Background: an optimization exercise with open tools, aiming at small area, a short achievable clock period and few clock cycles. Do not read the settings as production practice. At most, simulation tests tie the RTL to the original design; equivalence was not proved. No functional check of the RTL was part of runs 1, 2 and 7. Power and IR drop assume default switching activity.

--- flow/design.v ---
package cpu_pkg;
	typedef logic [8-1:0] byte_t;
	typedef logic [8-1:0] addr_t;
	typedef enum logic [4-1:0] {
		REG0 = 4'd0,
		REG1 = 4'd1,
		REG2 = 4'd2,
		REG3 = 4'd3,
		REG4 = 4'd4,
		REG5 = 4'd5,
		REG6 = 4'd6,
		REG7 = 4'd7,
		D_IN = 4'd8,
		RAX = 4'd9,
		RFL = 4'd10,
		RAM = 4'd11,
		RIP = 4'd12,
		RIP_1 = 4'd13,
		ZERO = 4'd14
	} bus_sel_t;
	typedef enum logic [4:0] {
		LOAD_ADDR,
		LOAD_ADDR_WAIT,
		LOAD_DATA,
		LOAD_DATA_WAIT,
		PRE_EXECUTE,
		FETCH,
		INC_RIP,
		EX_HALT,
		EX_NOOP,
		EX_JUMP,
		EX_MATH,
		EX_LDFM,
		EX_LDFI,
		EX_CPFR,
		EX_STOM,
		EX_JINZ,
		EX_JIEQ,
		EX_JILT,
		EX_JIGT
	} state_t;
	typedef enum logic [8-1:0] {
		HALT = 8'h00,
		NOOP = 8'h01,
		JUMP = 8'h03,
		MATH = 8'h04,
		LDFM = 8'h05,
		LDFI = 8'h06,
		CPFR = 8'h08,
		STOM = 8'h09,
		JINZ = 8'h0a,
		JIEQ = 8'h0b,
		JILT = 8'h0c,
		JIGT = 8'h0d
	} opcode_t;
	typedef enum logic [2:0] {
		ADD = 3'd0,
		SUB = 3'd1,
		AND = 3'd2,
		OR = 3'd3,
		XOR = 3'd4,
		PASS_B = 3'd5
	} alu_op_t;
	typedef struct packed {
		logic carry;
		logic equal;
		logic less_than;
		logic zero;
		logic undefined;
		logic [2:0] spare;
	} flags_t;
	typedef struct packed {
		bus_sel_t sel;
		logic load_addr;
		logic load_rip;
		logic load_alu;
		logic load_rax;
		logic write_ram;
		logic [8-1:0] load_reg;
	} ctrl_t;
	typedef struct packed {
		byte_t [8-1:0] regs;
		byte_t rax;
		flags_t rfl;
		byte_t rip;
	} arch_state_t;
endpackage
module ram (
	input  logic i_clk,
	input  logic [5:0] i_row0,
	input  logic [5:0] i_row1,
	input  logic [5:0] i_row2,
	input  logic [5:0] i_row3,
	input  logic [1:0] i_lo,
	input  cpu_pkg::addr_t i_waddr,
	input  cpu_pkg::byte_t i_wdata,
	input  logic i_write,
	output cpu_pkg::byte_t o_b0,
	output cpu_pkg::byte_t o_b1,
	output cpu_pkg::byte_t o_b2
);
	cpu_pkg::byte_t bank0 [64];
	cpu_pkg::byte_t bank1 [64];
	cpu_pkg::byte_t bank2 [64];
	cpu_pkg::byte_t bank3 [64];
	cpu_pkg::byte_t q0, q1, q2, q3;
	assign q0 = bank0[i_row0];
	assign q1 = bank1[i_row1];
	assign q2 = bank2[i_row2];
	assign q3 = bank3[i_row3];
	always_comb begin
		case (i_lo)
			2'd0: begin o_b0 = q0; o_b1 = q1; o_b2 = q2; end
			2'd1: begin o_b0 = q1; o_b1 = q2; o_b2 = q3; end
			2'd2: begin o_b0 = q2; o_b1 = q3; o_b2 = q0; end
			default: begin o_b0 = q3; o_b1 = q0; o_b2 = q1; end
		endcase
	end
	always_ff @(posedge i_clk) begin
		if (i_write) begin
			case (i_waddr[1:0])
				2'd0: bank0[i_waddr[7:2]] <= i_wdata;
				2'd1: bank1[i_waddr[7:2]] <= i_wdata;
				2'd2: bank2[i_waddr[7:2]] <= i_wdata;
				default: bank3[i_waddr[7:2]] <= i_wdata;
			endcase
		end
	end
endmodule
module cpu (
	input  logic i_clk,
	input  logic i_reset,
	input  logic i_load_addr,
	input  logic i_load_data,
	input  logic i_execute,
	input  cpu_pkg::byte_t i_data_in,
	output cpu_pkg::byte_t o_data_out,
	output logic o_waiting
);
	logic run;
	logic waiting;
	cpu_pkg::byte_t regs [8];
	cpu_pkg::byte_t rax;
	cpu_pkg::byte_t rfl;
	cpu_pkg::byte_t pa;
	logic [5:0] prow0, prow1, prow2, prow3;
	logic [1:0] plo;
	logic e_math, e_ldfm, e_ldfi, e_cpfr, e_stom;
	cpu_pkg::byte_t e_x, e_y, e_r2, e_r3;
	logic la_q;
	logic ld_q;
	cpu_pkg::byte_t din_q;
	cpu_pkg::byte_t haddr;
	cpu_pkg::byte_t dout;
	cpu_pkg::byte_t b0, b1, b2;
	cpu_pkg::byte_t waddr;
	cpu_pkg::byte_t wdata;
	logic write;
	assign o_data_out = dout;
	assign o_waiting = waiting;
	ram u_ram (
		.i_clk(i_clk),
		.i_row0(prow0),
		.i_row1(prow1),
		.i_row2(prow2),
		.i_row3(prow3),
		.i_lo(plo),
		.i_waddr(waddr),
		.i_wdata(wdata),
		.i_write(write),
		.o_b0(b0),
		.o_b1(b1),
		.o_b2(b2)
	);
	function automatic [25:0] rows_of(input [7:0] a);
		logic [5:0] hi, hi1;
		hi = a[7:2];
		hi1 = a[7:2] + 6'd1;
		rows_of = {hi, (a[1:0] == 2'd3) ? hi1 : hi, a[1] ? hi1 : hi,
			(a[1:0] != 2'd0) ? hi1 : hi, a[1:0]};
	endfunction
	cpu_pkg::byte_t op, x, y;
	assign op = b0;
	assign x = b1;
	assign y = b2;
	logic is_noop, is_jump, is_math, is_ldfm, is_ldfi, is_cpfr, is_stom;
	logic is_jinz, is_jieq, is_jilt, is_jigt, is_halt;
	assign is_noop = (op == 8'h01);
	assign is_jump = (op == 8'h03);
	assign is_math = (op == 8'h04);
	assign is_ldfm = (op == 8'h05);
	assign is_ldfi = (op == 8'h06);
	assign is_cpfr = (op == 8'h08);
	assign is_stom = (op == 8'h09);
	assign is_jinz = (op == 8'h0a);
	assign is_jieq = (op == 8'h0b);
	assign is_jilt = (op == 8'h0c);
	assign is_jigt = (op == 8'h0d);
	assign is_halt = !(is_noop || is_jump || is_math || is_ldfm || is_ldfi ||
		is_cpfr || is_stom || is_jinz || is_jieq || is_jilt || is_jigt);
	cpu_pkg::byte_t pa1, pa2, pa3;
	assign pa1 = pa + 8'd1;
	assign pa2 = pa + 8'd2;
	assign pa3 = pa + 8'd3;
	logic [8:0] sum, diff;
	cpu_pkg::byte_t r0;
	assign r0 = regs[0];
	assign sum = {1'b0, rax} + {1'b0, r0};
	assign diff = {1'b0, rax} - {1'b0, r0};
	logic known;
	cpu_pkg::byte_t alu_res;
	logic alu_carry;
	always_comb begin
		known = (e_x[6:3] == 4'd0);
		alu_carry = 1'b0;
		case (e_x[2:0])
			3'd0: begin alu_res = sum[7:0]; alu_carry = sum[8]; end
			3'd1: begin alu_res = diff[7:0]; alu_carry = diff[8]; end
			3'd2: alu_res = rax & r0;
			3'd3: alu_res = rax | r0;
			3'd4: alu_res = rax ^ r0;
			3'd5: alu_res = r0;
			default: begin alu_res = 8'd0; known = 1'b0; end
		endcase
		if (!known) begin
			alu_res = 8'd0;
			alu_carry = 1'b0;
		end
	end
	cpu_pkg::byte_t alu_flags;
	assign alu_flags = {alu_carry, rax == r0, diff[8], alu_res == 8'd0, !known, 3'b000};
	logic f_equal, f_less, f_zero;
	assign f_equal = e_math ? alu_flags[6] : rfl[6];
	assign f_less = e_math ? alu_flags[5] : rfl[5];
	assign f_zero = e_math ? alu_flags[4] : rfl[4];
	logic [3:0] opl;
	assign opl = op[3:0];
	logic c_jinz, c_jieq, c_jilt, c_jigt;
	assign c_jinz = !f_zero;
	assign c_jieq = f_equal;
	assign c_jilt = f_less;
	assign c_jigt = !(f_equal || f_less);
	logic n_x, n_y, n_p1, n_p2, n_p3;
	assign n_x = (opl == 4'h3) || (opl == 4'ha && c_jinz) || (opl == 4'hb && c_jieq) ||
		(opl == 4'hc && c_jilt) || (opl == 4'hd && c_jigt);
	assign n_y = (opl == 4'h5);
	assign n_p1 = (opl == 4'h1);
	assign n_p2 = (opl == 4'h4) || (opl == 4'ha && !c_jinz) || (opl == 4'hb && !c_jieq) ||
		(opl == 4'hc && !c_jilt) || (opl == 4'hd && !c_jigt);
	assign n_p3 = !(n_x || n_y || n_p1 || n_p2);
	cpu_pkg::byte_t st_off;
	logic conflict;
	assign st_off = e_y - pa;
	assign conflict = e_stom && (st_off < 8'd3);
	cpu_pkg::byte_t pa_next;
	logic [25:0] win_next;
	always_comb begin
		pa_next = ({8{n_x}} & x) | ({8{n_p1}} & pa1) | ({8{n_p2}} & pa2) |
			({8{n_y || n_p3}} & pa3);
		win_next = ({26{n_x}} & rows_of(x)) | ({26{n_y}} & rows_of(y)) |
			({26{n_p1}} & rows_of(pa1)) | ({26{n_p2}} & rows_of(pa2)) |
			({26{n_p3}} & rows_of(pa3));
	end
	function automatic [7:0] src_val(input [7:0] code, input [7:0] r0, input [7:0] r1,
			input [7:0] r2, input [7:0] r3, input [7:0] r4, input [7:0] r5,
			input [7:0] r6, input [7:0] r7, input [7:0] d, input [7:0] a,
			input [7:0] f, input [7:0] yy, input [7:0] p2, input [7:0] p3);
		if (code[7:4] != 4'd0) begin
			src_val = 8'd0;
		end else begin
			case (code[3:0])
				4'd0: src_val = r0;
				4'd1: src_val = r1;
				4'd2: src_val = r2;
				4'd3: src_val = r3;
				4'd4: src_val = r4;
				4'd5: src_val = r5;
				4'd6: src_val = r6;
				4'd7: src_val = r7;
				4'd8: src_val = d;
				4'd9: src_val = a;
				4'd10: src_val = f;
				4'd11: src_val = yy;
				4'd12: src_val = p2;
				4'd13: src_val = p3;
				default: src_val = 8'd0;
			endcase
		end
	endfunction
	cpu_pkg::byte_t src_x, src_y;
	assign src_x = src_val(e_x, regs[0], regs[1], regs[2], regs[3], regs[4], regs[5],
		regs[6], regs[7], din_q, rax, rfl, e_y, e_r2, e_r3);
	assign src_y = src_val(e_y, regs[0], regs[1], regs[2], regs[3], regs[4], regs[5],
		regs[6], regs[7], din_q, rax, rfl, e_y, e_r2, e_r3);
	logic wr_en;
	cpu_pkg::byte_t wr_val;
	assign wr_en = e_ldfi || e_cpfr || e_ldfm;
	always_comb begin
		if (e_ldfm) wr_val = b0;
		else if (e_ldfi) wr_val = e_y;
		else wr_val = src_y;
	end
	always_comb begin
		if (run) begin
			write = e_stom;
			waddr = e_y;
			wdata = src_x;
		end else begin
			write = ld_q;
			waddr = haddr;
			wdata = din_q;
		end
	end
	always_ff @(posedge i_clk) begin
		din_q <= i_data_in;
		dout <= b0;
		if (la_q) haddr <= din_q;
		if (i_reset) begin
			run <= 1'b0;
			waiting <= 1'b1;
			la_q <= 1'b0;
			ld_q <= 1'b0;
			for (int i = 0; i < 8; i++) regs[i] <= 8'd0;
			rax <= 8'd0;
			rfl <= 8'd0;
			e_math <= 1'b0;
			e_ldfm <= 1'b0;
			e_ldfi <= 1'b0;
			e_cpfr <= 1'b0;
			e_stom <= 1'b0;
			pa <= i_data_in;
			{prow3, prow2, prow1, prow0, plo} <= rows_of(i_data_in);
		end else begin
			la_q <= i_load_addr;
			ld_q <= i_load_data;
			for (int i = 0; i < 8; i++) begin
				if (wr_en && e_x == 8'(i)) regs[i] <= wr_val;
			end
			if (wr_en && e_x == 8'd9) rax <= wr_val;
			if (e_math) begin
				rax <= alu_res;
				rfl <= alu_flags;
			end
			if (!run) begin
				if (i_execute) begin
					run <= 1'b1;
					waiting <= 1'b0;
					pa <= 8'd0;
					{prow3, prow2, prow1, prow0, plo} <= '0;
				end else begin
					pa <= i_data_in;
					{prow3, prow2, prow1, prow0, plo} <= rows_of(i_data_in);
				end
			end else if (e_ldfm || conflict) begin
				e_math <= 1'b0;
				e_ldfm <= 1'b0;
				e_ldfi <= 1'b0;
				e_cpfr <= 1'b0;
				e_stom <= 1'b0;
				{prow3, prow2, prow1, prow0, plo} <= rows_of(pa);
			end else begin
				e_math <= is_math;
				e_ldfm <= is_ldfm;
				e_ldfi <= is_ldfi;
				e_cpfr <= is_cpfr;
				e_stom <= is_stom;
				e_x <= x;
				e_y <= y;
				e_r2 <= pa2;
				e_r3 <= pa3;
				pa <= pa_next;
				{prow3, prow2, prow1, prow0, plo} <= win_next;
				if (is_halt) begin
					run <= 1'b0;
					waiting <= 1'b1;
				end
			end
		end
	end
endmodule
--- flow/run.sh ---
#!/bin/bash
# synth_recipe.tcl (not shown) runs the flow's synth.tcl, then flattens the netlist and writes it again
# the make line also repeats each setting of config.mk as NAME=value (left out here)
make -C /OpenROAD-flow-scripts/flow DESIGN_CONFIG=/design/flow/config.mk WORK_HOME=/design/flow/orfs CLKGATE_MAP_FILE= SYNTH_SCRIPT=/design/flow/synth_recipe.tcl finish
--- flow/config.mk ---
export PLATFORM = sky130hd
export DESIGN_NAME = cpu
export DESIGN_NICKNAME = cpu
export VERILOG_FILES = /design/flow/design.v
export SDC_FILE = /design/flow/constraint.sdc
export NUM_CORES = 4
export LEC_CHECK = 0
export CAP_MARGIN = 20
export CORE_MARGIN = 2
export CORE_UTILIZATION = 55
export SETUP_SLACK_MARGIN = 2.0
export SLEW_MARGIN = 20
--- flow/constraint.sdc ---
create_clock -name core_clock -period 6.5 [get_ports {i_clk}]
set_input_delay 1.3000 -clock core_clock [delete_from_list [all_inputs] [get_ports {i_clk}]]
set_output_delay 1.3000 -clock core_clock [all_outputs]
set_load 0.01 [all_outputs]
==> out/metrics.csv, run 1 <==
stage,metric,value,unit
status,status,finished clean,
cts,CTS tree,done,
hold_path,Hold Path Origin,regs[7][5]$_SDFFE_PP0P_,
place,port bufs,21,
timing,"Slew Viols, Final",0,
worst_setup_path,Top delay family on crit path,simple AND/OR/NAND/NOR gates,
drt,Final Routed Wirelength,291,mm
drt,DR vias/cell,6.66,
die,CORE AREA,171000,µm²
grt,largest net degree at the start of global routing,193,
timing,Hold Fails Final Rpt,0,
logic_synthesis,"EDFF count, synth",2096,
worst_setup_path,Worst EP arrival,5150,ps
timing,RSZ-0062 raised after global routing,true,
die,starting density of the core,55.2,%
worst_setup_path,crit path buf inv count,1,
timing,Rel. slew slack,15.0,%
die,row count,152,
die,die height,418,µm
logic_synthesis,Synth warnings,3,
power_and_ir_drop,VDD IR max,373,µV
timing,fin crit share,71.7,%
worst_setup_path,worst r2r src,e_y[3]$_DFFE_PP_,
cts,CTS Hold Buffers Added,0,
worst_setup_path,Critical Path End Type,flip-flop,
timing,clock skew,56.2,ps
worst_setup_path,slowest CP cell,edfxtp_1,
worst_setup_path,"Req. time, crit path",7000,ps
cells_and_area,layout cells sized above 1,25.8,%
hold_path,Hold Path Class,flip-flop to flip-flop,
die,area of the die,175000,µm²
logic_synthesis,Cells after Synth,5556,
cts,"CTS clk-pin slew, worst paths",70,ps
worst_setup_path,Critical Path Start,e_y[3]$_DFFE_PP_,
timing,final setup violation count,0,
run,Max-Cap Viols,0,
cts,H-tree Lvls,4,
place,Post-DP Area,97900,µm²
drt,DR iter-0 viols,7223,
die,Ports,22,
logic_synthesis,Mapped Nets,5616,
place,hpwl dp,187,mm
grt,antenna violations before repair,7,
cells_and_area,Fillers,12200,
logic_synthesis,ys async rst share,0,%
cells_and_area,area added between synthesis and finish,15.2,%
logic_synthesis,post-synthesis sequential area ratio,69.4,%
power_and_ir_drop,pwr dens,446,nW/µm²
logic_synthesis,ys flop type,edfxtp_1,
timing,Sum Neg Setup Slack,0,ps
worst_setup_path,Worst path max stage delay,840,ps
cells_and_area,post-route cell area,109000,µm²
grt,GRT overflow,0,
worst_setup_path,CP Cell Sequence,"buf_4, and2_1, a21oi_1, nor2_2, nand2_1, nor2_2",
drt,vias,55300,
drt,number of routed nets with antenna violations,0,
cts,CTS buffer count,219,
timing,worst slew pin tran,1270,ps
worst_setup_path,Crit path top cell by count,nor2_2,
drt,Routed wire per std cell,35.1,µm
die,die width,418,µm
grt,vias in the first global route,53200,
drt,router iterations before antenna repair,8,
timing,crit path time final,4660,ps
timing,fmax,215,MHz
grt,Total GRT Usage,33.3,%
grt,first-pass GRT wire length,409,mm
worst_setup_path,CP max FO,20,
cts,worst skew pair latency,910,ps
cells_and_area,post-layout util,63.6,%
logic_synthesis,Mean Syn Cell Area,17.0,µm²
logic_synthesis,mapped cell area,94400,µm²
cts,clk sinks,2224,
worst_setup_path,startpoint class of the critical path,flip-flop,
drt,DRC,0,
worst_setup_path,kind of critical path,flip-flop to flip-flop,
logic_synthesis,Synth Register Bits,2224,
cts,clk root buf,clkbuf_16,
cts,clk buf depth,3,
cells_and_area,Nets,5931,
power_and_ir_drop,Leak,34.8,nW
logic_synthesis,synth unique cells,106,
place,gpl congestion,0.961,
cells in the mapped netlist, types with 8 or more instances:
library cell	number	area, µm²
edfxtp_1	2096	62900
nor2_1	493	1850
mux4_2	485	10900
nand2_1	323	1210
mux2i_1	316	3160
clkbuf_1	137	514
dfxtp_1	128	2560
a21oi_1	116	581
a22oi_1	96	721
nand3_1	90	450
inv_1	89	334
xnor2_1	88	771
buf_2	75	375
o21ai_0	75	375
nor2b_1	65	407
nor3_1	64	320
buf_4	45	338
ha_1	44	551
o22ai_1	43	269
a221oi_1	37	324
buf_6	37	417
mux2_2	36	405
nand2b_1	34	213
a31oi_1	30	188
xor2_1	30	263
and2_1	28	175
a211oi_1	27	203
a221o_1	27	270
a22o_1	27	236
buf_1	26	97.6
a32oi_1	21	184
nand4_1	21	131
o211ai_1	19	143
o21ai_1	15	75.1
and3_1	14	87.6
nor4_1	14	87.6
or3_1	12	75.1
a21o_1	11	82.6
o2111ai_1	10	87.6
a211o_1	9	78.8
a32o_1	9	90.1
nand3b_1	9	67.6
o221ai_1	8	70.1
o22a_1	8	70.1
layout make-up:
cell class | instances | area (µm²) | share of cell area (%)
Tap cell | 2233 | 2790 | 2.57
Antenna cell | 5 | 12.5 | 0.0115
Timing Repair inverter | 1 | 5.00 | 0.00460
Sequential cell | 2224 | 65600 | 60.3
Clock inverter | 149 | 1560 | 1.43
Inverter | 100 | 393 | 0.361
Multi-Input combinational cell | 2905 | 28100 | 25.8
Timing Repair Buffer | 420 | 4620 | 4.25
Clock buffer | 258 | 5690 | 5.23
worst paths after layout:
path	to	slack, ps	cells after the start
worst min register to register	regs[7][5]$_SDFFE_PP0P_	480	2
worst min-delay path	regs[7][5]$_SDFFE_PP0P_	480	2
worst max register to register	u_ram.bank3[15][0]$_DFFE_PP_	1840	6
worst max-delay path	u_ram.bank3[15][0]$_DFFE_PP_	1840	6
metal layers:
layer	wire (µm)	part of all wire (%)	global-route usage, %	vias to the layer above
li1	-	-	-	22800
met1	119000	41	48.2	29000
met2	133000	46	50.3	2837
met3	26300	9.0	6.98	536
met4	12300	4.2	12.6	10
met5	120	0.041	0.556	-
report_power, final:
| group | switching, W | internal (W) | total (W) |
|---|---|---|---|
| clock network | 0.00557 | 0.00727 | 0.0128 |
| logic | 0.0109 | 0.00800 | 0.0189 |
| registers | 0.000519 | 0.0163 | 0.0168 |
sequential cells by signal, indices dropped and copies added, names as in the netlist, 8 cells and up, named ones only:
signal,flops
e_r2,8
u_ram.bank1,512
e_x,8
regs,64
din_q,8
rax,8
e_y,8
e_r3,8
dout,8
u_ram.bank2,512
u_ram.bank3,512
pa,8
u_ram.bank0,512
haddr,8
cells by family (layout without fill, tap and decap cells):
logic type	after synthesis	after routing	synth area share, %
simple gates	1206	1206	5.73
mux	841	841	15.4
buf+inv	427	928	2.37
compound gates	693	693	5.35
xor+xnor	118	118	1.09
flops	2224	2224	69.4
other cells	0	5	0
fa+ha+maj	47	47	0.647
worst register-to-register path: stages, from the launching register on:
cell and delay [ps]:
edfxtp_1 840, buf_4 430, and2_1 490, a21oi_1 400, nor2_2 690, nand2_1 680, nor2_2 710
layout by cell type, fill, tap and decap left out, types with 20 or more instances in the layout:
cell,n
inv_1,86
clkinv_2,41
mux4_2,485
a22o_1,26
clkbuf_16,224
nor2_2,81
mux2i_1,296
mux2_2,36
a21oi_1,111
nor2b_1,60
edfxtp_1,2096
clkdlybuf4s50_1,20
buf_4,288
nand2b_1,31
a221oi_1,24
clkbuf_1,33
bufinv_16,25
nor3_1,58
o22ai_1,32
nand4_1,21
nor2_1,407
buf_12,72
o21ai_0,70
dfxtp_1,97
and2_1,25
ha_1,42
a221o_1,27
a31oi_1,24
nand3_1,87
clkinv_1,60
a22oi_1,93
nand2_1,315
xor2_1,30
xnor2_1,88
through the flow:
step	instances	setup WS, ps	hold WS (ps)	total power (W)
4_1_cts	8219	1860	474	0.0466
2_1_floorplan	5556	1560	420	0.0266
6_report	8295	1840	476	0.0485
3_5_place_dp	7702	650	464	0.0321
3_3_place_gp	7696	268	458	0.0321
5_1_grt	8290	1790	513	0.0499
what timing repair did:
action | in CTS | in global routing
pin swaps | 21 | 52
resized for setup | 170 | 160
setup buffers | 101 | 62
endpoints found under the setup margin | 699 | 446
gates cloned | 9 | 5
==> run 2: changes to the inputs <==
--- a/flow/config.mk
+++ b/flow/config.mk
@@ -9,4 +9,7 @@
 export CORE_MARGIN = 2
 export CORE_UTILIZATION = 55
-export SETUP_SLACK_MARGIN = 2.0
+export CTS_BUF_LIST = sky130_fd_sc_hd__clkbuf_8
+export CTS_CLUSTER_DIAMETER = 50
+export CTS_CLUSTER_SIZE = 16
+export SETUP_SLACK_MARGIN = 2.6
 export SLEW_MARGIN = 20
==> run 2 against run 1 <==
  * Area after synthesis stayed put
  * Cell area decreased by 2.0%
  * First-iteration DRC count rose by 4.2%
  * Clock power down 34%
  * Non-clock buffer count shrank 13
  * Worst setup slack better by 59 ps
  * Via count is 0.22% lower
  * Core utilization is 1.3 points lower
  * Clock-buffer cell count decreased by 56
  * Wire length grew 0.53%
  * Die area stayed put
  * Highest routed layer unchanged
==> out/metrics.csv, run 2 <==
stage,metric,value,unit
worst_setup_path,"Req. time, crit path",7200,ps
worst_setup_path,Reg2Reg Depth,17,
logic_synthesis,Post-synth top cells,"edfxtp_1 (2,096), nor2_1 (493), mux4_2 (485), nand2_1 (323), mux2i_1 (316)",
worst_setup_path,kind of critical path,flip-flop to flip-flop,
worst_setup_path,Worst EP arrival,5300,ps
place,port bufs,21,
grt,GRT overflow,0,
cts,clk buf depth,3,
cells_and_area,Nets,5891,
logic_synthesis,largest cells by area after synthesis,"edfxtp_1 (67%), mux4_2 (12%), mux2i_1 (3.4%)",
grt,vias in the first global route,52800,
cts,H-tree Lvls,4,
timing,Rel. slew slack,11.8,%
logic_synthesis,post-synthesis sequential area ratio,69.4,%
place,hpwl dp,187,mm
grt,Total GRT Usage,33.4,%
cts,CTS Hold Buffers Added,0,
logic_synthesis,"EDFF count, synth",2096,
drt,DR iter-0 viols,7526,
drt,DRC,0,
worst_setup_path,Critical Path End Type,flip-flop,
cells_and_area,layout cells sized above 1,28.9,%
drt,Routed wire per std cell,35.7,µm
die,Ports,22,
logic_synthesis,Cells after Synth,5556,
timing,fmax,217,MHz
die,starting density of the core,55.2,%
logic_synthesis,Synth warnings,3,
logic_synthesis,Mean Syn Cell Area,17.0,µm²
die,row count,152,
logic_synthesis,post-synth top area share,66.7,%
cells_and_area,post-route cell area,107000,µm²
cts,clk root buf,clkbuf_8,
hold_path,Hold Path Origin,regs[7][1]$_SDFFE_PP0P_,
logic_synthesis,ys flop type,edfxtp_1,
cells_and_area,Fillers,12500,
run,Max-Cap Viols,0,
drt,vias,55100,
grt,first-pass GRT wire length,409,mm
drt,number of routed nets with antenna violations,0,
hold_path,Hold Path Class,flip-flop to flip-flop,
die,area of the die,175000,µm²
die,die height,418,µm
drt,router iterations before antenna repair,9,
hold_path,worst hold path depth,2,
logic_synthesis,Synth Register Bits,2224,
logic_synthesis,mapped cell area,94400,µm²
cts,CTS buffer count,192,
logic_synthesis,ys async rst share,0,%
logic_synthesis,most common cell in the netlist,edfxtp_1,
cts,"CTS clk-pin slew, worst paths",90,ps
place,gpl congestion,0.942,
cells_and_area,"most common cell after layout, fill and taps aside",edfxtp_1,
status,status,finished clean,
power_and_ir_drop,pwr dens,424,nW/µm²
worst_setup_path,CP max FO,8,
timing,fin crit share,70.7,%
timing,crit path time final,4600,ps
drt,Final Routed Wirelength,293,mm
grt,largest net degree at the start of global routing,177,
logic_synthesis,Synth area leader,edfxtp_1,
timing,Hold Fails Final Rpt,0,
cts,CTS tree,done,
power_and_ir_drop,Leak,33.4,nW
place,Post-DP Area,97600,µm²
logic_synthesis,Mapped Nets,5616,
cells_and_area,most frequent cells in the layout,"edfxtp_1 (2,096), mux4_2 (486), nand2_1 (299), mux2i_1 (297), buf_4 (246)",
timing,"Slew Viols, Final",0,
cells_and_area,register area,65600,µm²
grt,antenna violations before repair,9,
die,die width,418,µm
worst_setup_path,startpoint class of the critical path,flip-flop,
timing,clock skew,76.5,ps
cells_and_area,Multi-input gate area,29300,µm²
timing,worst slew pin tran,1320,ps
timing,final setup violation count,0,
timing,Sum Neg Setup Slack,0,ps
die,CORE AREA,171000,µm²
logic_synthesis,synth unique cells,106,
cells_and_area,area added between synthesis and finish,12.9,%
power_and_ir_drop,VDD IR max,381,µV
timing,RSZ-0062 raised after global routing,true,
drt,DR vias/cell,6.72,
cts,clk sinks,2224,
cts,worst skew pair latency,1030,ps
-- run 2: path summary, 6_finish.rpt --
| path | to | slack [ps] |
|---|---|---|
| hold / removal | regs[7][1]$_SDFFE_PP0P_ | 470 |
| setup / recovery | pa[5]$_DFFE_PP_ | 1900 |
| setup reg to reg | pa[5]$_DFFE_PP_ | 1900 |
| hold reg to reg | regs[7][1]$_SDFFE_PP0P_ | 470 |
-- run 2: worst max-delay path, cell delays in order (launching register included) --
cell and delay, ps:
dfxtp_4 410, buf_16 110, buf_4 130, buf_12 130
mux4_2 540, mux2i_4 200, a22oi_2 120, nor4bb_1 190
a41o_2 380, mux4_2 590, buf_6 170, a311oi_2 230
a31o_4 250, nor3_4 80, buf_6 140, buf_6 110
o21ai_4 320, o221ai_2 150
-- run 2: power breakdown --
part	leakage (nW)	internal (W)	switching, W
clock	2.08	0.00341	0.00498
combinational	11.3	0.00853	0.0114
sequential	20.1	0.0163	0.000534
total	33.4	0.0282	0.0170
-- run 2: kinds of logic (layout without fill, tap and decap cells) --
| group | count (synthesis) | after routing | synth area share [%] |
|---|---|---|---|
| adder cells (fa/ha/maj) | 47 | 47 | 0.647 |
| buffers and inverters | 427 | 843 | 2.37 |
| multiplexers | 841 | 841 | 15.4 |
| AND/OR/NAND/NOR | 1206 | 1206 | 5.73 |
| XOR/XNOR | 118 | 118 | 1.09 |
| flip-flops | 2224 | 2224 | 69.4 |
| AO/OA/AOI/OAI | 693 | 694 | 5.35 |
| other | 0 | 3 | 0 |
-- run 2: cell type report --
type                            count  share of cell area (%)
Sequential cell                  2224                    61.5
Multi-Input combinational cell   2906                    27.5
Timing Repair Buffer              407                    4.32
Tap cell                         2233                    2.62
Clock buffer                      202                    2.61
Clock inverter                    134                    1.06
Inverter                          100                   0.372
Antenna cell                        3                 0.00704
-- run 2: per-layer routing --
layer	part of all wire, %	vias up	GRT usage [%]
met3	9.5	521	6.59
met5	0.028	-	0.389
met2	46	3012	50.4
li1	-	22700	-
met1	41	28900	48.6
met4	4.0	4	12.3
-- run 2: through the flow --
step           setup WS [ps]  power [W]  hold WS [ps]  cells  utilization (%)
2_1_floorplan           1920     0.0266           420   5556                -
3_3_place_gp             345     0.0322           454   7673             57.1
3_5_place_dp             287     0.0321           460   7673             57.1
4_1_cts                 2080     0.0438           471   8144             61.5
5_1_grt                 1780     0.0464           489   8208             62.3
6_report                1900     0.0451           471   8209             62.3
-- run 2: repair_timing --
item / 4_1_cts / 5_1_grt
cloned: 10 / 2
resized for setup: 496 / 191
setup buffers: 125 / 59
pin swaps: 42 / 44
setup endpoints to repair: 2413 / 1494
==> run 3: changes to the inputs <==
--- a/flow/design.v
+++ b/flow/design.v
@@ -149,5 +149,4 @@
 	cpu_pkg::byte_t e_x, e_y, e_r2, e_r3;
 	logic la_q;
-	logic ld_q;
 	cpu_pkg::byte_t din_q;
 	cpu_pkg::byte_t haddr;
@@ -301,24 +300,24 @@
 		else wr_val = src_y;
 	end
-	always_comb begin
-		if (run) begin
-			write = e_stom;
-			waddr = e_y;
-			wdata = src_x;
-		end else begin
-			write = ld_q;
-			waddr = haddr;
-			wdata = din_q;
-		end
-	end
+	assign write = e_stom;
+	assign waddr = e_y;
+	assign wdata = src_x;
 	always_ff @(posedge i_clk) begin
 		din_q <= i_data_in;
 		dout <= b0;
 		if (la_q) haddr <= din_q;
+		if (run) begin
+			e_x <= x;
+			e_y <= y;
+			e_r2 <= pa2;
+			e_r3 <= pa3;
+		end else begin
+			e_x <= 8'd8;
+			e_y <= haddr;
+		end
 		if (i_reset) begin
 			run <= 1'b0;
 			waiting <= 1'b1;
 			la_q <= 1'b0;
-			ld_q <= 1'b0;
 			for (int i = 0; i < 8; i++) regs[i] <= 8'd0;
 			rax <= 8'd0;
@@ -333,5 +332,4 @@
 		end else begin
 			la_q <= i_load_addr;
-			ld_q <= i_load_data;
 			for (int i = 0; i < 8; i++) begin
 				if (wr_en && e_x == 8'(i)) regs[i] <= wr_val;
@@ -346,7 +344,9 @@
 					run <= 1'b1;
 					waiting <= 1'b0;
+					e_stom <= 1'b0;
 					pa <= 8'd0;
 					{prow3, prow2, prow1, prow0, plo} <= '0;
 				end else begin
+					e_stom <= i_load_data;
 					pa <= i_data_in;
 					{prow3, prow2, prow1, prow0, plo} <= rows_of(i_data_in);
@@ -365,8 +365,4 @@
 				e_cpfr <= is_cpfr;
 				e_stom <= is_stom;
-				e_x <= x;
-				e_y <= y;
-				e_r2 <= pa2;
-				e_r3 <= pa3;
 				pa <= pa_next;
 				{prow3, prow2, prow1, prow0, plo} <= win_next;
--- a/flow/config.mk
+++ b/flow/config.mk
@@ -12,4 +12,4 @@
 export CTS_CLUSTER_DIAMETER = 50
 export CTS_CLUSTER_SIZE = 16
-export SETUP_SLACK_MARGIN = 2.6
+export SETUP_SLACK_MARGIN = 2.2
 export SLEW_MARGIN = 20
==> run 3 against run 2 <==
  * Critical endpoint is now u_ram.bank2[39][7]$_DFFE_PP_
  * Die area is 0.72% lower
  * Via count shrank 0.41%
  * Wire length increased by 0.37%
  * Sequential share of layout area increased by 0.87 points
  * Maximum frequency rose by 1.4%
  * Largest cell class unchanged
  * Core utilization decreased by 0.44 points
  * Still clean on timing, DRC and antenna
==> out/metrics.csv, run 3 <==
stage,metric,value,unit
hold_path,Hold Path Origin,haddr[5]$_DFFE_PP_,
cells_and_area,layout cells sized above 1,25.7,%
drt,DRC,0,
timing,Hold Fails Final Rpt,0,
power_and_ir_drop,Leak,33.0,nW
worst_setup_path,CP max FO,12,
logic_synthesis,ys flop type,edfxtp_1,
timing,"Slew Viols, Final",0,
drt,Routed wire per std cell,36.4,µm
status,status,finished clean,
logic_synthesis,Mean Syn Cell Area,17.2,µm²
worst_setup_path,Critical Path End Type,flip-flop,
logic_synthesis,Synth warnings,3,
logic_synthesis,Synth area leader,edfxtp_1,
hold_path,Hold Path Class,flip-flop to flip-flop,
logic_synthesis,"EDFF count, synth",2080,
power_and_ir_drop,total power,0.0518,W
drt,Final Routed Wirelength,294,mm
timing,fin crit share,69.8,%
die,row count,151,
timing,RSZ-0062 raised after global routing,true,
cells_and_area,Nets,5763,
drt,DR iter-0 viols,7618,
cts,clk buf depth,3,
logic_synthesis,synth unique cells,104,
grt,first-pass GRT wire length,408,mm
worst_setup_path,Worst EP arrival,5130,ps
timing,Sum Neg Setup Slack,0,ps
worst_setup_path,Reg2Reg Depth,4,
worst_setup_path,slowest CP cell,nor2_1,
timing,clock skew,55.0,ps
power_and_ir_drop,pwr dens,494,nW/µm²
place,hpwl dp,183,mm
hold_path,worst hold path depth,2,
run,Max-Cap Viols,0,
cells_and_area,most frequent cells in the layout,"edfxtp_1 (2,080), mux4_2 (522), nor2_1 (437), nand2_1 (338), buf_4 (228)",
logic_synthesis,post-synth top area share,66.6,%
power_and_ir_drop,VDD IR max,483,µV
worst_setup_path,kind of critical path,flip-flop to flip-flop,
drt,router iterations before antenna repair,8,
die,area of the die,174000,µm²
drt,vias,54900,
timing,final setup violation count,0,
logic_synthesis,Synth Register Bits,2223,
place,Post-DP Area,96900,µm²
cts,CTS Hold Buffers Added,0,
worst_setup_path,startpoint class of the critical path,flip-flop,
cts,CTS tree,done,
drt,DR vias/cell,6.80,
cts,"CTS clk-pin slew, worst paths",100,ps
place,port bufs,21,
grt,vias in the first global route,52100,
timing,fmax,221,MHz
cells_and_area,"most common cell after layout, fill and taps aside",edfxtp_1,
die,die height,417,µm
cts,worst skew pair latency,1020,ps
logic_synthesis,Post-synth top cells,"edfxtp_1 (2,080), mux4_2 (522), nor2_1 (493), nand2_1 (346), mux2i_1 (217)",
worst_setup_path,Critical Path Start,e_y[2]$_DFF_P_,
worst_setup_path,worst r2r src,e_y[2]$_DFF_P_,
worst_setup_path,Worst path max stage delay,1070,ps
logic_synthesis,Mapped Nets,5512,
grt,largest net degree at the start of global routing,216,
die,die width,417,µm
logic_synthesis,ys async rst share,0,%
worst_setup_path,CP Cell Sequence,"nand2_1, nor2_1, nand2_1, nor2_1",
place,gpl congestion,1.02,
timing,crit path time final,4530,ps
logic_synthesis,post-synthesis sequential area ratio,69.7,%
cells_and_area,area added between synthesis and finish,11.8,%
timing,worst slew pin tran,1290,ps
cts,H-tree Lvls,4,
grt,GRT overflow,0,
grt,antenna violations before repair,15,
worst_setup_path,"Req. time, crit path",7090,ps
die,Ports,22,
grt,Total GRT Usage,33.6,%
cts,clk sinks,2223,
cells_and_area,post-route cell area,105000,µm²
cts,CTS buffer count,195,
logic_synthesis,Cells after Synth,5452,
logic_synthesis,most common cell in the netlist,edfxtp_1,
logic_synthesis,mapped cell area,93700,µm²
drt,number of routed nets with antenna violations,0,
die,starting density of the core,55.4,%
timing,Rel. slew slack,14.2,%
cts,clk root buf,clkbuf_8,
die,CORE AREA,169000,µm²
logic_synthesis,largest cells by area after synthesis,"edfxtp_1 (67%), mux4_2 (13%), dfxtp_1 (3.1%)",
## run 3: layout make-up
| class | count | area (µm²) |
|---|---|---|
| Clock buffer | 206 | 2840 |
| Multi-Input combinational cell | 2822 | 27600 |
| Inverter | 84 | 343 |
| Tap cell | 2218 | 2780 |
| Clock inverter | 132 | 1400 |
| Fill cell | 12400 | 64500 |
| Antenna cell | 19 | 47.5 |
| Timing Repair Buffer | 377 | 4430 |
| Sequential cell | 2223 | 65400 |
## run 3: power by group
part / internal (W) / leakage, nW / switching (W) / total (W)
registers: 0.0197 / 20.2 / 0.000609 / 0.0203
clock network: 0.00381 / 2.16 / 0.00512 / 0.00893
logic: 0.00813 / 10.7 / 0.0144 / 0.0226
total: 0.0316 / 33.0 / 0.0201 / 0.0518
## run 3: cells by family (layout without fill, tap and decap cells)
logic type                 Yosys count  count (layout)  synth area share, %
xor gates and xnor gates           114             114                 1.07
muxes                              801             801                 15.8
adders and majority gates           47              47                0.652
buffers and inverters              409             799                 2.13
other                                0              19                    0
AOI/OAI and AO/OA                  662             662                 4.90
DFF                               2223            2223                 69.7
and+or+nand+nor                   1196            1198                 5.71
## run 3: per-layer routing
metal	part of all wire [%]	track usage, %
met1	41	49.7
met3	10	8.06
met5	0.050	0
met4	4.2	12.3
met2	45	49.1
## run 3: what timing repair did
item,in CTS,in global routing
pin swaps,15,41
resized for setup,144,162
setup buffers,94,58
cloned,15,7
setup endpoints to repair,273,335
## run 3: path summary, 6_finish.rpt
path	slack [ps]	endpoint
setup / recovery	1970	u_ram.bank2[39][7]$_DFFE_PP_
hold / removal	440	e_y[5]$_DFF_P_
setup reg to reg	1970	u_ram.bank2[39][7]$_DFFE_PP_
hold reg to reg	440	e_y[5]$_DFF_P_
## run 3: per-stage QoR
stage	hold slack [ps]	util, %	setup WS (ps)	instances
6_report	444	61.9	1970	8081
5_1_grt	489	61.9	2090	8065
4_1_cts	447	61.0	2130	7994
3_5_place_dp	436	57.2	942	7547
2_1_floorplan	422	-	2020	5452
3_3_place_gp	432	57.2	1010	7544
## run 3: worst max-delay path: cells and delay by family, from the launching register on
kind,cells,cell delay [ps]
and+or+nand+nor,4,3120
DFF,1,980
Testbench counts of run 3, summed over its fixed seeds: cycles 11,872.
==> run 4: changes to the inputs <==
--- a/flow/config.mk
+++ b/flow/config.mk
@@ -12,4 +12,5 @@
 export CTS_CLUSTER_DIAMETER = 50
 export CTS_CLUSTER_SIZE = 16
-export SETUP_SLACK_MARGIN = 2.2
+export SETUP_SLACK_MARGIN = 2.6
 export SLEW_MARGIN = 20
+export TNS_END_PERCENT = 10
==> run 4 against run 3 <==
  * Still clean
  * Combinational power up 7%
  * Wire length grew 0.86%
  * Maximum frequency is 5.5% higher
  * Critical path depth up 12
  * Sequential share of layout area decreased by 0.93 points
  * Die area stayed put
  * Final cell count rose by 0.99%
  * First-iteration DRC count up 3.7%
  * Clock-buffer cell count stayed put
  * Via count rose by 1.4%
  * Worst setup slack better by 240 ps
  * Critical path type unchanged
==> out/metrics.csv, run 4 <==
stage,metric,value,unit
timing,fmax,233,MHz
logic_synthesis,Synth area leader,edfxtp_1,
logic_synthesis,Synth Area in Compound Gates,4.90,%
logic_synthesis,largest cells by area after synthesis,"edfxtp_1 (67%), mux4_2 (13%), dfxtp_1 (3.1%)",
logic_synthesis,synth unique cells,104,
place,gpl congestion,1.02,
cts,clk buf depth,3,
cells_and_area,most frequent cells in the layout,"edfxtp_1 (2,080), mux4_2 (522), nor2_1 (450), nand2_1 (334), buf_4 (273)",
logic_synthesis,post-synth top area share,66.6,%
logic_synthesis,Mapped Nets,5512,
grt,vias in the first global route,52500,
power_and_ir_drop,VDD IR max,490,µV
timing,Hold Fails Final Rpt,0,
power_and_ir_drop,pwr dens,501,nW/µm²
cts,worst skew pair latency,1030,ps
worst_setup_path,R2R Setup Slk,2200,ps
worst_setup_path,CP Cell Sequence,"buf_12, buf_16, mux4_2, mux4_2, o21a_4, or3b_4, a21o_4, buf_12, nand3_4, buf_4, or3_4, buf_4, o221a_2, o221a_2, o21ai_0, a22o_1",
worst_setup_path,Top delay family on crit path,compound AO/OA/AOI/OAI gates,
timing,crit path time final,4300,ps
die,starting density of the core,55.4,%
cells_and_area,fin cells,8161,
worst_setup_path,Worst EP arrival,5190,ps
cts,CTS buffer count,195,
worst_setup_path,Worst path max stage delay,530,ps
die,die width,417,µm
drt,router iterations before antenna repair,8,
worst_setup_path,"Req. time, crit path",7390,ps
grt,first-pass GRT wire length,412,mm
grt,GRT overflow,0,
timing,fin crit share,66.1,%
logic_synthesis,Post-Synth Adder-Cell Area,0.652,%
run,Max-Cap Viols,0,
cts,H-tree Lvls,4,
worst_setup_path,startpoint class of the critical path,flip-flop,
drt,DRC,0,
drt,vias,55700,
cells_and_area,Nets,5839,
timing,"Slew Viols, Final",0,
timing,worst slew pin tran,1290,ps
cts,clk sinks,2223,
worst_setup_path,Critical Path End Type,flip-flop,
place,port bufs,21,
timing,Sum Neg Setup Slack,0,ps
logic_synthesis,"EDFF count, synth",2080,
logic_synthesis,xor/xnor share of the synthesized area,1.07,%
timing,final setup violation count,0,
place,placed cells,7547,
hold_path,Hold Path Class,flip-flop to flip-flop,
logic_synthesis,ys flop type,edfxtp_1,
cts,clk root buf,clkbuf_8,
worst_setup_path,slowest CP cell,mux4_2,
logic_synthesis,mux share of post-synthesis cell area,15.8,%
logic_synthesis,Synth warnings,3,
place,hpwl dp,183,mm
logic_synthesis,Cells after Synth,5452,
drt,DR vias/cell,6.82,
worst_setup_path,kind of critical path,flip-flop to flip-flop,
logic_synthesis,Post-Synth Simple-Gate Area,5.71,%
logic_synthesis,most common cell in the netlist,edfxtp_1,
drt,Routed wire per std cell,36.3,µm
die,die height,417,µm
cells_and_area,"most common cell after layout, fill and taps aside",edfxtp_1,
drt,Final Routed Wirelength,296,mm
logic_synthesis,largest family of logic cells by synthesized area,multiplexers,
logic_synthesis,post-synthesis sequential area ratio,69.7,%
timing,clock skew,60.9,ps
cells_and_area,Fillers,12200,
worst_setup_path,crit path buf inv count,5,
grt,antenna violations before repair,19,
grt,Total GRT Usage,33.9,%
drt,DR iter-0 viols,7898,
cts,CTS tree,done,
cts,"CTS clk-pin slew, worst paths",100,ps
place,Post-DP Area,96900,µm²
die,area of the die,174000,µm²
timing,RSZ-0062 raised after global routing,true,
cells_and_area,layout cells sized above 1,27.9,%
logic_synthesis,Mean Syn Cell Area,17.2,µm²
cells_and_area,area added between synthesis and finish,13.5,%
die,Ports,22,
drt,number of routed nets with antenna violations,0,
timing,Min Hold Slack,447,ps
logic_synthesis,ys async rst share,0,%
cells_and_area,post-route cell area,106000,µm²
logic_synthesis,mapped cell area,93700,µm²
worst_setup_path,CP max FO,7,
die,row count,151,
logic_synthesis,Synth Register Bits,2223,
logic_synthesis,Post-synth top cells,"edfxtp_1 (2,080), mux4_2 (522), nor2_1 (493), nand2_1 (346), mux2i_1 (217)",
die,CORE AREA,169000,µm²
grt,largest net degree at the start of global routing,216,
timing,Rel. slew slack,13.9,%
power_and_ir_drop,Leak,33.6,nW
status,status,finished clean,
## run 4: power by group
group | total [W] | switching (W) | internal (W) | leakage, nW
clock network | 0.00893 | 0.00512 | 0.00381 | 2.16
logic | 0.0241 | 0.0150 | 0.00909 | 11.3
registers | 0.0203 | 0.000605 | 0.0197 | 20.2
total | 0.0533 | 0.0207 | 0.0326 | 33.6
## run 4: path summary, 6_finish.rpt
check	start	end	cells past startpoint
setup reg to reg	flip-flop	flip-flop	16
hold / removal	haddr[5]$_DFFE_PP_	e_y[5]$_DFF_P_	2
setup / recovery	flip-flop	flip-flop	16
hold reg to reg	haddr[5]$_DFFE_PP_	e_y[5]$_DFF_P_	2
## run 4: final cells by class
| class | count | area, µm² | area share (%) |
|---|---|---|---|
| diodes | 23 | 57.6 | 0.0541 |
| clock buffers | 206 | 2840 | 2.67 |
| clock inverters | 132 | 1400 | 1.31 |
| inverters | 84 | 353 | 0.332 |
| multi-input cells | 2822 | 28200 | 26.5 |
| flip-flops and latches | 2223 | 65400 | 61.5 |
| well taps | 2218 | 2780 | 2.61 |
| repair buffers | 453 | 5380 | 5.05 |
## run 4: through the flow
stage	worst slack, ps	total power [W]	util, %
CTS	2280	0.0515	62.0
global route	2180	0.0546	62.8
global placement	1010	0.0389	57.2
detailed placement	942	0.0391	57.2
floorplan	2020	0.0317	-
finish	2200	0.0533	62.8
## run 4: logic make-up after synthesis
logic type | count (synthesis)
simple gates | 1196
xor+xnor | 114
fa+ha+maj | 47
buf+inv | 409
mux | 801
compound gates | 662
flops | 2223
## run 4: routing by layer
layer	global-route usage, %	wire [µm]	vias up
li1	-	-	22400
met1	49.8	121000	29400
met4	12.3	12000	14
met3	8.20	30700	578
met5	0	205	-
met2	49.9	133000	3344
## run 4: timing repair
item	CTS	global route
setup endpoints to repair	1471	926
resized for setup	315	161
hold buffers	0	0
hold endpoints to repair	0	0
buffers inserted	177	49
cloned	21	4
pin swaps	57	61
## run 4: tightest hold or removal path: cells and delay by family, from the launching register on
kind | cells | cell delay, ps
simple gates | 1 | 50
compound gates | 1 | 60
flops | 1 | 330
==> run 5: changes to the inputs <==
--- a/flow/config.mk
+++ b/flow/config.mk
@@ -14,3 +14,2 @@
 export SETUP_SLACK_MARGIN = 2.6
 export SLEW_MARGIN = 20
-export TNS_END_PERCENT = 10
==> run 5 against run 4 <==
  * Global-route usage is the same
  * Die area unchanged
  * Synthesized cell count stayed put
  * Clock-buffer cell count stayed put
  * Non-clock buffer count up 16
  * Critical path type unchanged
  * Largest cell class unchanged
==> out/metrics.csv, run 5 <==
stage,metric,value,unit
status,status,finished clean,
timing,worst slew pin tran,1300,ps
cells_and_area,Nets,5857,
die,area of the die,174000,µm²
power_and_ir_drop,Clock power frac,16.7,%
drt,DR iter-0 viols,7997,
cells_and_area,most frequent cells in the layout,"edfxtp_1 (2,080), mux4_2 (522), nor2_1 (403), nand2_1 (333), buf_4 (284)",
logic_synthesis,largest family of logic cells by synthesized area,multiplexers,
cts,H-tree Lvls,4,
worst_setup_path,crit path buf inv count,5,
logic_synthesis,ys async rst share,0,%
timing,crit path time final,4290,ps
die,Ports,22,
cells_and_area,layout cells sized above 1,29.0,%
grt,largest net degree at the start of global routing,216,
place,gpl congestion,1.02,
logic_synthesis,mapped cell area,93700,µm²
power_and_ir_drop,Sw Pwr,0.0208,W
logic_synthesis,Mean Syn Cell Area,17.2,µm²
drt,DR vias/cell,6.80,
cells_and_area,area added between synthesis and finish,13.8,%
cts,CTS tree,done,
cells_and_area,"most common cell after layout, fill and taps aside",edfxtp_1,
cts,clk sinks,2223,
grt,antenna violations before repair,14,
die,CORE AREA,169000,µm²
worst_setup_path,CP max FO,7,
timing,Hold Fails Final Rpt,0,
cts,CTS buffer count,195,
logic_synthesis,xor/xnor share of the synthesized area,1.07,%
worst_setup_path,"Req. time, crit path",7390,ps
power_and_ir_drop,Net Sw Frac,38.9,%
timing,fmax,233,MHz
die,die width,417,µm
logic_synthesis,mux share of post-synthesis cell area,15.8,%
logic_synthesis,post-synth top area share,66.6,%
timing,Min Hold Slack,447,ps
power_and_ir_drop,pwr dens,501,nW/µm²
power_and_ir_drop,part of the power in registers,37.9,%
grt,met2 Usage GRT,49.9,%
timing,clock skew,61.7,ps
logic_synthesis,Post-Synth Simple-Gate Area,5.71,%
drt,Final Routed Wirelength,297,mm
timing,final setup violation count,0,
worst_setup_path,Critical Path End Type,flip-flop,
drt,DRC,0,
run,Max-Cap Viols,0,
cells_and_area,post-layout util,63.0,%
place,port bufs,21,
logic_synthesis,Mapped Nets,5512,
logic_synthesis,Synth area leader,edfxtp_1,
die,row count,151,
logic_synthesis,Synth Register Bits,2223,
cts,"CTS clk-pin slew, worst paths",100,ps
worst_setup_path,startpoint class of the critical path,flip-flop,
die,die height,417,µm
grt,grt peak-use layer,met2,
cells_and_area,Fillers,12200,
drt,router iterations before antenna repair,6,
power_and_ir_drop,Internal,0.0327,W
logic_synthesis,synth unique cells,104,
logic_synthesis,Cells after Synth,5452,
grt,first-pass GRT wire length,412,mm
hold_path,Hold Path Origin,haddr[5]$_DFFE_PP_,
timing,RSZ-0062 raised after global routing,true,
power_and_ir_drop,VDD IR max,492,µV
logic_synthesis,"EDFF count, synth",2080,
drt,number of routed nets with antenna violations,0,
cts,clk root buf,clkbuf_8,
logic_synthesis,ys flop type,edfxtp_1,
hold_path,Hold Path Class,flip-flop to flip-flop,
timing,fin crit share,66.1,%
cts,CTS Hold Buffers Added,0,
worst_setup_path,Worst path max stage delay,520,ps
power_and_ir_drop,Leak,33.7,nW
logic_synthesis,largest cells by area after synthesis,"edfxtp_1 (67%), mux4_2 (13%), dfxtp_1 (3.1%)",
grt,global routing usage on met3,8.20,%
die,starting density of the core,55.4,%
worst_setup_path,Top delay family on crit path,compound AO/OA/AOI/OAI gates,
timing,"Slew Viols, Final",0,
grt,GRT overflow,0,
place,hpwl dp,183,mm
worst_setup_path,slowest CP cell,mux4_2,
worst_setup_path,CP Cell Sequence,"buf_12, buf_16, mux4_2, mux4_2, o21a_4, or3b_4, a21o_4, buf_12, nand3_4, buf_4, or3_4, buf_4, o221a_2, o221a_2, o21ai_0, a22o_1",
drt,vias,55600,
timing,Sum Neg Setup Slack,0,ps
logic_synthesis,Post-synth top cells,"edfxtp_1 (2,080), mux4_2 (522), nor2_1 (493), nand2_1 (346), mux2i_1 (217)",
grt,vias in the first global route,52500,
logic_synthesis,Post-Synth Adder-Cell Area,0.652,%
grt,GR Layer Usage met1,49.8,%
power_and_ir_drop,total power,0.0535,W
power_and_ir_drop,Comb power frac,45.3,%
worst_setup_path,kind of critical path,flip-flop to flip-flop,
logic_synthesis,post-synthesis sequential area ratio,69.7,%
logic_synthesis,Synth Area in Compound Gates,4.90,%
timing,Rel. slew slack,13.2,%
cts,worst skew pair latency,1030,ps
drt,Routed wire per std cell,36.4,µm
logic_synthesis,Synth warnings,3,
worst_setup_path,Worst EP arrival,5190,ps
cts,clk buf depth,3,
grt,Total GRT Usage,33.9,%
logic_synthesis,most common cell in the netlist,edfxtp_1,
## run 5: final timing paths
kind,cells past startpoint,end,slack [ps]
max,16,flip-flop,2210
min,2,e_y[5]$_DFF_P_,450
max reg2reg,16,flip-flop,2210
min reg2reg,2,e_y[5]$_DFF_P_,450
## run 5: cell families after synthesis
family / count (synthesis)
xor+xnor: 114
fa+ha+maj: 47
buf+inv: 409
mux: 801
compound gates: 662
simple gates: 1196
flops: 2223
## run 5: timing repair
action / CTS / global route
gates cloned: 21 / 7
pin swaps: 57 / 63
setup buffers: 177 / 64
setup endpoints to repair: 1471 / 926
resized for setup: 315 / 222
## run 5: worst min-delay path, delay by kind of cell, from the launching register on
| kind | cells | cell delay (ps) |
|---|---|---|
| and+or+nand+nor | 1 | 50 |
| AOI/OAI and AO/OA | 1 | 50 |
| DFF | 1 | 330 |
## run 5: area by class of cell
cell class	count	area, µm²	share of cell area (%)
clock inverter	132	1400	1.31
antenna	15	37.5	0.0352
tap	2218	2780	2.60
timing repair buffer	469	5520	5.18
sequential	2223	65400	61.3
inverter	84	353	0.331
clock buffer	206	2840	2.66
multi-input combinational	2824	28300	26.6
## run 5: per-layer routing
| metal | part of all wire (%) | up-vias |
|---|---|---|
| li1 | - | 22400 |
| met1 | 41 | 29300 |
| met2 | 45 | 3254 |
| met3 | 10 | 575 |
| met4 | 4.2 | 8 |
| met5 | 0.015 | - |
## run 5: metrics by stage
stage / std cells / setup slack [ps] / cell area [µm²]
floorplan: 5452 / 2020 / 93900
global placement: 7544 / 1010 / 96800
CTS: 8083 / 2280 / 105000
global route: 8161 / 2180 / 107000
detailed placement: 7547 / 942 / 96900
finish: 8171 / 2210 / 107000
## run 5: power by group through the flow
stage | Combinational, W | Clock [W] | Sequential [W]
2_1_floorplan | 0.0113 | 0 | 0.0204
3_3_place_gp | 0.0179 | 0 | 0.0210
3_5_place_dp | 0.0181 | 0 | 0.0210
4_1_cts | 0.0222 | 0.00900 | 0.0202
5_1_grt | 0.0251 | 0.00950 | 0.0203
6_report | 0.0242 | 0.00894 | 0.0203
==> run 6: changes to the inputs <==
--- a/flow/config.mk
+++ b/flow/config.mk
@@ -6,5 +6,5 @@
 export NUM_CORES = 4
 export LEC_CHECK = 0
-export CAP_MARGIN = 20
+export CAP_MARGIN = 10
 export CORE_MARGIN = 2
 export CORE_UTILIZATION = 55
@@ -13,3 +13,4 @@
 export CTS_CLUSTER_SIZE = 16
 export SETUP_SLACK_MARGIN = 2.6
-export SLEW_MARGIN = 20
+export SLEW_MARGIN = 10
+export TNS_END_PERCENT = 10
==> run 6 against run 5 <==
  * Sequential share of layout area increased by 0.69 points
  * Die area unchanged
  * Clock power decreased by 2.2%
  * Core utilization decreased by 0.71 points
  * Worst setup slack got worse by 42 ps
  * Maximum frequency decreased by 0.97%
  * Combinational power decreased by 3%
  * Worst hold slack improved by 0.91 ps
  * Sequential cell count unchanged
  * Power decreased by 2.0%
  * Clock-buffer cell count decreased by 4
  * Largest power group unchanged
  * Highest routed layer unchanged
==> out/metrics.csv, run 6 <==
stage,metric,value,unit
logic_synthesis,Mean Syn Cell Area,17.2,µm²
grt,GRT overflow,0,
cells_and_area,layout cells sized above 1,26.9,%
drt,DRC,0,
cts,clk sinks,2223,
place,placed cells,7546,
logic_synthesis,Post-synth top cells,"edfxtp_1 (2,080), mux4_2 (522), nor2_1 (493), nand2_1 (346), mux2i_1 (217)",
timing,fin crit share,66.7,%
power_and_ir_drop,Leak,33.4,nW
cells_and_area,"most common cell after layout, fill and taps aside",edfxtp_1,
logic_synthesis,most common cell in the netlist,edfxtp_1,
worst_setup_path,Worst path max stage delay,570,ps
grt,antenna violations before repair,17,
worst_setup_path,kind of critical path,flip-flop to flip-flop,
cells_and_area,Nets,5815,
run,Max-Cap Viols,0,
timing,fmax,231,MHz
grt,Total GRT Usage,33.9,%
drt,Routed wire per std cell,36.3,µm
drt,DR vias/cell,6.78,
worst_setup_path,Critical Path End Type,flip-flop,
logic_synthesis,ys async rst share,0,%
drt,router iterations before antenna repair,8,
worst_setup_path,crit path buf inv count,6,
timing,RSZ-0062 raised after global routing,true,
power_and_ir_drop,total power,0.0524,W
die,die height,417,µm
timing,Hold Fails Final Rpt,0,
worst_setup_path,slowest CP cell,mux4_2,
logic_synthesis,ys flop type,edfxtp_1,
die,area of the die,174000,µm²
drt,vias,55200,
logic_synthesis,Synth warnings,3,
grt,largest net degree at the start of global routing,216,
cts,clk root buf,clkbuf_8,
timing,worst slew pin tran,1310,ps
logic_synthesis,"EDFF count, synth",2080,
cts,worst skew pair latency,1020,ps
logic_synthesis,Synth area leader,edfxtp_1,
timing,Rel. slew slack,12.4,%
cts,"CTS clk-pin slew, worst paths",100,ps
worst_setup_path,"Req. time, crit path",7410,ps
drt,DR iter-0 viols,7635,
logic_synthesis,Mapped Nets,5512,
logic_synthesis,post-synth top area share,66.6,%
die,Ports,22,
power_and_ir_drop,pwr dens,497,nW/µm²
worst_setup_path,Top delay family on crit path,compound AO/OA/AOI/OAI gates,
logic_synthesis,mapped cell area,93700,µm²
logic_synthesis,Cells after Synth,5452,
drt,number of routed nets with antenna violations,0,
cts,CTS tree,done,
status,status,finished clean,
drt,Final Routed Wirelength,296,mm
cts,H-tree Lvls,4,
place,port bufs,21,
worst_setup_path,startpoint class of the critical path,flip-flop,
logic_synthesis,synth unique cells,104,
worst_setup_path,CP Cell Sequence,"buf_12, buf_16, mux4_2, mux4_2, a22oi_2, nand2_4, buf_6, o32ai_4, nor3_4, a21boi_4, a221oi_2, a31oi_2, buf_6, buf_12, o22ai_4, nor2_2, buf_4, a22oi_2",
place,gpl congestion,1.02,
cts,clk buf depth,3,
die,row count,151,
worst_setup_path,CP max FO,7,
cts,CTS buffer count,195,
die,starting density of the core,55.4,%
cells_and_area,fin cells,8143,
logic_synthesis,largest cells by area after synthesis,"edfxtp_1 (67%), mux4_2 (13%), dfxtp_1 (3.1%)",
timing,Sum Neg Setup Slack,0,ps
timing,clock skew,50.1,ps
timing,"Slew Viols, Final",0,
place,hpwl dp,183,mm
power_and_ir_drop,VDD IR max,543,µV
die,CORE AREA,169000,µm²
hold_path,Hold Path Class,flip-flop to flip-flop,
worst_setup_path,Worst EP arrival,5240,ps
die,die width,417,µm
logic_synthesis,post-synthesis sequential area ratio,69.7,%
timing,final setup violation count,0,
cells_and_area,area added between synthesis and finish,12.5,%
grt,vias in the first global route,52600,
grt,first-pass GRT wire length,411,mm
logic_synthesis,Synth Register Bits,2223,
timing,crit path time final,4340,ps
cells_and_area,most frequent cells in the layout,"edfxtp_1 (2,080), mux4_2 (523), nor2_1 (445), nand2_1 (335), buf_4 (267)",
-- run 6: worst paths after layout --
| check | startpoint | end | slack (ps) | cells past startpoint |
|---|---|---|---|---|
| worst min register to register | haddr[5]$_DFFE_PP_ | e_y[5]$_DFF_P_ | 450 | 2 |
| worst max-delay path | flip-flop | flip-flop | 2160 | 18 |
| worst min-delay path | haddr[5]$_DFFE_PP_ | e_y[5]$_DFF_P_ | 450 | 2 |
| worst max register to register | flip-flop | flip-flop | 2160 | 18 |
-- run 6: power breakdown --
part	total, W	leakage [nW]	switching [W]	internal, W
Sequential	0.0203	20.2	0.000612	0.0197
Clock	0.00874	2.14	0.00507	0.00367
Combinational	0.0234	11.0	0.0147	0.00863
Total	0.0524	33.4	0.0204	0.0320
-- run 6: through the flow --
stage               instance area [µm²]  hold WS [ps]  utilization [%]  setup slack [ps]
floorplan                         93900           422                -              2020
global placement                  96800           432             57.2              1010
detailed placement                96800           436             57.2               942
CTS                              105000           452             61.9              2310
global route                     105000           470             62.3              2150
finish                           105000           448             62.3              2160
-- run 6: per-layer routing --
layer  vias to the layer above  global-route usage, %  wire length [µm]
met5                         -                      0               243
met4                        29                   12.4             12500
met3                       590                   7.69             30700
met2                      3198                   50.0            132000
met1                     29000                   50.0            120000
li1                      22400                      -                 -
-- run 6: cells by family after synthesis --
family / count (synthesis) / synth area share [%]
mux: 801 / 15.8
buf+inv: 409 / 2.13
xor+xnor: 114 / 1.07
flops: 2223 / 69.7
simple gates: 1196 / 5.71
compound gates: 662 / 4.90
fa+ha+maj: 47 / 0.652
-- run 6: tightest hold or removal path, delay by kind of cell, from the launching register on --
family | cells | cell delay, ps
DFF | 1 | 330
and+or+nand+nor | 1 | 50
AOI/OAI and AO/OA | 1 | 50
-- run 6: timing repair --
action | CTS | global route
pin swaps | 67 | 35
setup buffers | 177 | 29
hold buffers | 0 | 0
endpoints found under the setup margin | 1773 | 959
resized for setup | 332 | 71
cloned | 21 | 3
-- run 6: final cells by class --
cell class                 count  area [µm²]
timing repair buffer         428        4890
inverter                      84         333
antenna                       23        57.6
sequential                  2223       65400
fill                       12300       63800
tap                         2218        2780
clock inverter               142        1360
multi-input combinational   2823       27900
clock buffer                 202        2780
==> run 7: changes to the inputs <==
--- a/flow/design.v
+++ b/flow/design.v
@@ -247,5 +247,6 @@
 	assign n_p2 = (opl == 4'h4) || (opl == 4'ha && !c_jinz) || (opl == 4'hb && !c_jieq) ||
 		(opl == 4'hc && !c_jilt) || (opl == 4'hd && !c_jigt);
-	assign n_p3 = !(n_x || n_y || n_p1 || n_p2);
+	assign n_p3 = !(opl == 4'h1 || opl == 4'h3 || opl == 4'h4 || opl == 4'h5 ||
+		opl == 4'ha || opl == 4'hb || opl == 4'hc || opl == 4'hd);
 	cpu_pkg::byte_t st_off;
 	logic conflict;
@@ -353,4 +354,5 @@
 				end
 			end else if (e_ldfm || conflict) begin
+				pa <= e_r3;
 				e_math <= 1'b0;
 				e_ldfm <= 1'b0;
@@ -358,5 +360,5 @@
 				e_cpfr <= 1'b0;
 				e_stom <= 1'b0;
-				{prow3, prow2, prow1, prow0, plo} <= rows_of(pa);
+				{prow3, prow2, prow1, prow0, plo} <= rows_of(e_r3);
 			end else begin
 				e_math <= is_math;
--- a/flow/config.mk
+++ b/flow/config.mk
@@ -6,5 +6,5 @@
 export NUM_CORES = 4
 export LEC_CHECK = 0
-export CAP_MARGIN = 10
+export CAP_MARGIN = 20
 export CORE_MARGIN = 2
 export CORE_UTILIZATION = 55
@@ -13,4 +13,3 @@
 export CTS_CLUSTER_SIZE = 16
 export SETUP_SLACK_MARGIN = 2.6
-export SLEW_MARGIN = 10
-export TNS_END_PERCENT = 10
+export SLEW_MARGIN = 20
==> run 7 against run 6 <==
  * Clock power up 5.3%
  * Sequential share of layout area shrank 2.5 points
  * Global-route usage is 1.7 points higher
  * Clock skew shrank 5.3 ps
  * Final cell count is 5.5% higher
  * Synthesized cell count increased by 4.3%
  * Largest power group unchanged
  * Largest cell class unchanged
  * Non-clock buffer count grew 149
==> out/metrics.csv, run 7 <==
stage,metric,value,unit
cts,clk root buf,clkbuf_8,
die,die height,419,µm
die,row count,152,
worst_setup_path,startpoint class of the critical path,flip-flop,
hold_path,Hold EP,e_y[6]$_DFF_P_,
place,placed cells,7882,
logic_synthesis,synth unique cells,105,
logic_synthesis,Synth area leader,edfxtp_1,
timing,final setup violation count,0,
cells_and_area,fin cells,8591,
drt,Final Routed Wirelength,314,mm
power_and_ir_drop,VDD IR max,569,µV
place,hpwl dp,196,mm
grt,antenna violations before repair,15,
cts,CTS tree,done,
logic_synthesis,Synth warnings,3,
logic_synthesis,ys async rst share,0,%
drt,router iterations before antenna repair,7,
grt,Total GRT Usage,35.6,%
logic_synthesis,most common cell in the netlist,edfxtp_1,
logic_synthesis,Mean Syn Cell Area,16.6,µm²
status,status,finished clean,
worst_setup_path,Critical Path End Type,flip-flop,
timing,fmax,234,MHz
die,area of the die,175000,µm²
logic_synthesis,mapped cell area,94700,µm²
cts,"CTS clk-pin slew, worst paths",110,ps
worst_setup_path,kind of critical path,flip-flop to flip-flop,
cells_and_area,area added between synthesis and finish,16.0,%
place,Post-DP Area,98000,µm²
cells_and_area,"most common cell after layout, fill and taps aside",edfxtp_1,
logic_synthesis,ys flop type,edfxtp_1,
timing,Rel. slew slack,15.6,%
worst_setup_path,"Req. time, crit path",7350,ps
die,starting density of the core,55.2,%
timing,Min Hold Slack,500,ps
cells_and_area,post-route cell area,110000,µm²
grt,largest net degree at the start of global routing,187,
drt,Routed wire per std cell,36.5,µm
die,Ports,22,
hold_path,Hold Path Class,flip-flop to flip-flop,
logic_synthesis,post-synth top area share,65.7,%
drt,DRC,0,
cts,H-tree Lvls,4,
drt,DR iter-0 viols,9157,
power_and_ir_drop,Leak,35.4,nW
cts,clk buf depth,3,
cells_and_area,most frequent cells in the layout,"edfxtp_1 (2,072), mux4_2 (435), nor2_1 (417), mux2i_1 (376), buf_4 (362)",
logic_synthesis,Synth Register Bits,2223,
run 7: cell count changes in the layout (fill, tap and decap cells not counted), moves of 17 or more:
cell,before,now
a22oi_1,58,109
diode_2,23,6
mux2i_1,201,376
a21oi_1,157,120
a21oi_4,3,20
nor2_2,43,97
a21oi_2,9,26
mux4_2,523,435
nor2_1,445,417
buf_6,38,71
nand2_1,335,261
buf_4,267,362
run 7: area by class of cell:
| type | count | area (µm²) |
|---|---|---|
| flip-flops and latches | 2223 | 65400 |
| fillers | 12200 | 61600 |
| multi-input cells | 3032 | 30200 |
| repair buffers | 577 | 6450 |
| well taps | 2310 | 2890 |
| clock buffers | 204 | 2810 |
| clock inverters | 147 | 1620 |
| inverters | 92 | 394 |
| diodes | 6 | 15.0 |
run 7: timing repair:
action / CTS / global route
pin swaps: 120 / 80
gates resized for setup: 628 / 183
setup buffers: 265 / 63
setup endpoints to repair: 501 / 356
gates cloned: 20 / 3
run 7: worst max-delay path, cell delays in order (launching register included):
cell       delay (ps)
dfxtp_4           380
buf_12            170
buf_12            150
mux4_2            490
mux2_4            320
mux2_4            330
a2bb2oi_4         200
nand4_1           240
nor4b_4           280
a31oi_2            90
or3_4             530
buf_8             180
nor3_4            240
buf_4             160
mux2i_4            70
a31oi_4           300
run 7: routing by layer:
metal	vias up	track usage, %	share of wire, %
met3	700	8.99	11
li1	23500	-	-
met4	10	15.1	4.8
met5	-	0	0.021
met1	30300	51.6	40
met2	3812	51.8	44
run 7: cell families after synthesis:
group	Yosys count	share of synthesized area [%]
buffers and inverters	432	2.29
DFF	2223	68.9
adders and majority gates	47	0.645
AOI/OAI and AO/OA	755	5.63
muxes	911	15.7
xor gates and xnor gates	111	1.03
and+or+nand+nor	1207	5.76
run 7: per-stage QoR:
stage,setup WS [ps],power [W],TNS [ps]
after global routing,2170,0.0587,0
after floorplan,2120,0.0326,0
after detailed placement,616,0.0407,0
after CTS,2370,0.0553,0
final,2230,0.0573,0
after global placement,-470,0.0405,-1020
run 7: worst max-delay path by stage:
stage	end	cells after the start	slack, ps
after detailed placement	flip-flop	14	620
after floorplan	u_ram.bank0[0][0]$_DFFE_PP_	7	2120
after CTS	flip-flop	17	2370
final	flip-flop	15	2230
after global routing	flip-flop	16	2170
after global placement	flip-flop	12	-470
run 7: power breakdown:
| part | leakage [nW] | total (W) | internal (W) | switching [W] |
|---|---|---|---|---|
| combinational | 12.9 | 0.0278 | 0.0106 | 0.0172 |
| sequential | 20.2 | 0.0203 | 0.0196 | 0.000687 |
| clock | 2.30 | 0.00920 | 0.00409 | 0.00511 |

Check on run 7: ideal ports give 2.226 ns setup slack; a clkbuf_16 on the clock port and buf_2 on the inputs give 2.226 ns; moving port delays by the midpoint clock arrival (1.047 ns) as well gives 2.226 ns.
